What follows belongs to an exercise in optimizing a design on an open flow for small area; a production flow would make more cautious choices. The RTL was checked by simulation tests, not by an equivalence proof against the original design. Power figures rest on the tool's default switching activity, not on a simulated workload.

== rev 12 ==
// random_map_writer
module random_map_writer (
    input  logic        clk,
    input  logic        rst,
    input  logic        start,
    input  logic [15:0] seed,
    input  logic [4:0]  density,
    input  logic [4:0]  rd_x,
    input  logic [4:0]  rd_y,
    output logic        rd_occ,
    output logic        busy,
    output logic        done,
    output logic [9:0]  occ_count
);
clock: 5.0 ns
lec_check: 0
cap_margin: 20
core_margin: 2
core_utilization: 40
slew_margin: 20
run.sh (not shown) runs the stock make flow with config.mk's settings and CLKGATE_MAP_FILE= SYNTH_SCRIPT=/design/flow/synth_recipe.tcl, a recipe that flattens the netlist after the stock synthesis.
### rev 12 -> rev 13
- GPL_TIMING_DRIVEN now 0, previously not set
==> flow/flow/run.sh (new file) <==
#!/bin/bash
set -euo pipefail
export RECOVER_POWER=100
bash standard.sh > standard.log 2>&1
==> flow/standard.sh (new file) <==
#!/bin/bash
# synth_recipe.tcl (not shown) runs the flow's synth.tcl, then flattens the netlist and writes it again
# the make line also repeats each setting of config.mk as NAME=value (left out here)
make -C /OpenROAD-flow-scripts/flow DESIGN_CONFIG=/design/flow/config.mk WORK_HOME=/design/flow/orfs CLKGATE_MAP_FILE= SYNTH_SCRIPT=/design/flow/synth_recipe.tcl "${@:-finish}"
removed: flow/run.sh
--- outcome ---
- Global-route usage (higher): rev 13
- Compared with rev 12, rev 13 shows a lower final cell count.
- Against rev 12, rev 13 comes in 0.82 points lower on post-route fraction of the period consumed by the critical path.
- Rev 13 ended with less share of cells above drive strength 1 than rev 12.
- Rev 12 and rev 13 ended up with nearly the same non-clock inverter count in the final layout.
- Comparing rev 12 and rev 13, the lower minimum period implied by the final worst setup slack is on rev 13.
- The estimated power of rev 13 ends up lower than the estimate for rev 12.
- Compared with rev 12, rev 13 has extra setup slack.
- Compared with rev 12, rev 13 shows a count of clock buffers in the final design that is 4 higher.

* * *

## tundra
random_map_writer, a different RTL version from the one above (not shown whole).
Size: roughly 810 cells after synthesis, roughly 130 flip-flops, roughly 47 I/O pins.
// random_map_writer
module random_map_writer (
    input  logic        clk,
    input  logic        rst,
    input  logic        start,
    input  logic [15:0] seed,
    input  logic [4:0]  density,
    input  logic [4:0]  rd_x,
    input  logic [4:0]  rd_y,
    output logic        rd_occ,
    output logic        busy,
    output logic        done,
    output logic [9:0]  occ_count
);
    logic [9:0]  idx;
    logic [15:0] lfsr;
    logic [4:0]  dcur, dprev;
    logic        start_accept, cell_bit, row_start, seed_zero;
    logic [15:0] cp0;
    logic [15:0] cp1;
    logic [15:0] cp2;
    logic [15:0] pend;   
    assign start_accept = !busy && !done && start;
    assign cell_bit     = dcur[4] || (lfsr[3:0] < dcur[3:0]);
    assign row_start    = (idx[7:0] == '0);
    assign seed_zero    = (seed == 16'h0000);
    always_ff @(posedge clk) begin
        if (rst) begin
            busy      <= 1'b0;
  ...
clock: 5.0 ns
lec_check: 0
cap_margin: 20
core_margin: 2
core_utilization: 55
cts_buf_list: sky130_fd_sc_hd__clkbuf_8
gpl_timing_driven: 0
slew_margin: 20
standard.sh (not shown) runs the stock make flow with config.mk's settings and CLKGATE_MAP_FILE= SYNTH_SCRIPT=/design/flow/synth_recipe.tcl, a recipe that flattens the netlist after the stock synthesis.
==> flow/flow/run.sh <==
#!/bin/bash
# The standard layout with four changes:
#  - every port still gets its own buffer, but a plain buf_1 instead of the
#    delay buffer that buffer_ports picks by default;
#  - synthesis maps the logic with flow/abc_map.script (an area-oriented ABC
#    script) in place of ORFS's abc_speed.script. Everything else in the ORFS
#    scripts is used unchanged, from a copy made here;
#  - clock tree synthesis does not add dummy loads (CTS_ARGS repeats ORFS's
#    own arguments, with config.mk's CTS_BUF_LIST, plus -dont_use_dummy_load);
#  - ORFS's power recovery (downsizing gates with slack to spare) runs after
#    global routing (RECOVER_POWER).
set -euo pipefail
export BUFFER_PORTS_ARGS="-buffer_cell sky130_fd_sc_hd__buf_1"
rm -rf scripts_local
cp -r "$FLOW_HOME/scripts" scripts_local
cp flow/abc_map.script scripts_local/abc_speed.script
export SCRIPTS_DIR="$PWD/scripts_local"
export CTS_ARGS="-sink_clustering_enable -repair_clock_nets -buf_list sky130_fd_sc_hd__clkbuf_16 -sink_clustering_size 30 -sink_clustering_max_diameter 150 -dont_use_dummy_load"
export RECOVER_POWER=100
bash standard.sh > standard.log 2>&1
==> flow/flow/abc_map.script <==
strash
dc2
dc2
&get -n
&dch -f
&nf -R 1000
&put
topo
stime -c
dnsize -c
Inputs modified between tundra and willow:
diff --git a/flow/flow/run.sh b/flow/flow/run.sh
--- a/flow/flow/run.sh
+++ b/flow/flow/run.sh
@@ -18 +18 @@
-export CTS_ARGS="-sink_clustering_enable -repair_clock_nets -buf_list sky130_fd_sc_hd__clkbuf_16 -sink_clustering_size 30 -sink_clustering_max_diameter 150 -dont_use_dummy_load"
+export CTS_ARGS="-sink_clustering_enable -repair_clock_nets -buf_list sky130_fd_sc_hd__clkbuf_8 -dont_use_dummy_load"
==> flow/flow/abc_map.script <==
strash
&get -n
&b
&put
dc2
&get -n
&b
&put
dc2
&get -n
&dch -f
&nf -R 1000
&put
topo
stime -c
dnsize -c
==> summary.txt <==
Where final worst slack is concerned, tundra is outperformed by willow.
tundra reports its master of the slowest instance on the critical path as sky130_fd_sc_hd__mux2i_2 while willow reports sky130_fd_sc_hd__mux4_2.
Count of fill cells added during filler insertion: willow vs tundra — no meaningful difference
Min standard cell core area across willow and tundra: willow
Total power: willow below tundra
Final hold slack delta (tundra -> willow): insignificant
willow improves on tundra in final design instance area without fill.

* * *

Another version of the RTL of random_map_writer (not shown whole).
Size: ~770 cells after synthesis, ~130 flip-flops, about 47 I/O pins.
export LEC_CHECK = 0
export CAP_MARGIN = 20
export CORE_MARGIN = 2
export CORE_UTILIZATION = 55
export CTS_BUF_LIST = sky130_fd_sc_hd__clkbuf_8
export GPL_TIMING_DRIVEN = 0
export SLEW_MARGIN = 20
create_clock -name core_clock -period 5.0 [get_ports {clk}]
==> flow/flow/run.sh <==
#!/bin/bash
# The standard layout with two changes:
#  - every port still gets its own buffer, but a plain buf_1 instead of the
#    delay buffer that buffer_ports picks by default;
#  - synthesis maps the logic with flow/abc_map.script (an area-oriented ABC
#    script) in place of ORFS's abc_speed.script. Everything else in the ORFS
#    scripts is used unchanged, from a copy made here.
set -euo pipefail
export BUFFER_PORTS_ARGS="-buffer_cell sky130_fd_sc_hd__buf_1"
rm -rf scripts_local
cp -r "$FLOW_HOME/scripts" scripts_local
cp flow/abc_map.script scripts_local/abc_speed.script
export SCRIPTS_DIR="$PWD/scripts_local"
bash standard.sh > standard.log 2>&1
==> flow/flow/abc_map.script <==
strash
dc2
&get -n
&dch -f
&nf
&put
topo
stime -c
dnsize -c
The starting point finished clean.
Then changed:
==> flow/flow/abc_map.script (replaced) <==
strash
dc2
&get -n
&dch -f
&nf -R 1000
&put
topo
stime -c
dnsize -c
CORE_UTILIZATION = 40   (was 55)
What happened: The new run completed without violations. Final area rises by a few percent. Register-to-register slack improved by 0.25 ns. Via count fell by a few percent. Global-route usage drops by 6.8 points. Power goes down by a few percent. Non-clock buffer count increases by 2. Fmax rose by a few percent. Area after synthesis stays flat.
Then changed:
==> flow/flow/abc_map.script (replaced) <==
strash
dc2
&get -n
&dch -f
&nf -R 1000
&put
strash
dc2
&get -n
&dch -f
&nf -R 1000
&put
topo
stime -c
dnsize -c
CORE_UTILIZATION = 55   (was 40)
After rerunning: Global-route usage grows by 7.1 points. Worst hold slack is about the same. Count of clock-buffer cells in the layout does not change. Worst setup slack degrades by 0.023 ns. Sequential cell count is unchanged. Final area shrinks by a few percent. Wire length stays flat. Fmax shrinks slightly. Utilization grows by 17 points. First-iteration DRC count grows by roughly a tenth.
Then changed:
==> flow/flow/run.sh (replaced) <==
#!/bin/bash
# The standard layout, with one change: every port still gets its own
# buffer, but a plain buf_1 instead of the delay buffer that buffer_ports
# picks by default (that cell adds about 0.5 ns to each input and output path).
set -euo pipefail
export BUFFER_PORTS_ARGS="-buffer_cell sky130_fd_sc_hd__buf_1"
bash standard.sh > standard.log 2>&1
CAP_MARGIN = 0   (was 20)
CORE_UTILIZATION = 40   (was 55)
SLEW_MARGIN = 0   (was 20)
removed: flow/flow/abc_map.script
After rerunning: The changed run finished clean. Maximum frequency rises by 0.95%. Clock-buffer cell count fell by 1. Setup slack improved by 0.044 ns. Wire length grows by 29%. Final cell count went up by 16%. Via count went up by 10%. First-iteration DRC count rises by 38%. Clock skew is higher by 0.014 ns. Die area goes up by 62%.

[re-timing with driven ports]
The flow's constraints put no driver on any port. The routed layouts listed below were extracted and timed again, unchanged, in two steps.
Step 1 sets driving cells, clkbuf_16 on the clock port and buf_2 on the other inputs (assumed; they add their load-dependent delay and slew).
Step 2 moves the port delays by t, midway between the first and last clock arrival at a register: inputs arrive t later, outputs are due t later. That takes back most of the time a late clock gives input paths.
Slacks: ideal ports / drivers / drivers and shift; pairs: ideal ports / drivers.
run | t, ns | slack for setup (ns) | hold WS [ns] | worst setup path after step 2
rev 12 | 0.474 | 0.128 / 0.105 / -0.324 | 0.421 / 0.421 / 0.421 | input to register
rev 13 | 0.472 | 0.169 / 0.129 / -0.277 | 0.429 / 0.429 / 0.429 | input to register
tundra | 0.446 | 0.327 / 0.340 / -0.098 | 0.453 / 0.453 / 0.453 | input to register
willow | 0.462 | 0.335 / 0.322 / -0.110 | 0.455 / 0.455 / 0.455 | input to register
the first run of note 3 | 0.472 | 0.251 / 0.213 / -0.185 | 0.483 / 0.483 / 0.483 | input to register
the second run of note 3 | 0.473 | 0.356 / 0.318 / 0.030 | 0.481 / 0.481 / 0.481 | input to register
the third run of note 3 | 0.477 | 0.333 / 0.301 / -0.129 | 0.483 / 0.483 / 0.483 | input to register
the fourth run of note 3 | 0.488 | 0.377 / 0.337 / 0.653 | 0.446 / 0.446 / 0.446 | input to register
Met with ideal ports but missed after step 2: setup timing in 6 of these runs. The setup slack of the third run of note 3, which loses most, moves by -0.032 ns with the drivers and by -0.462 ns with both steps.
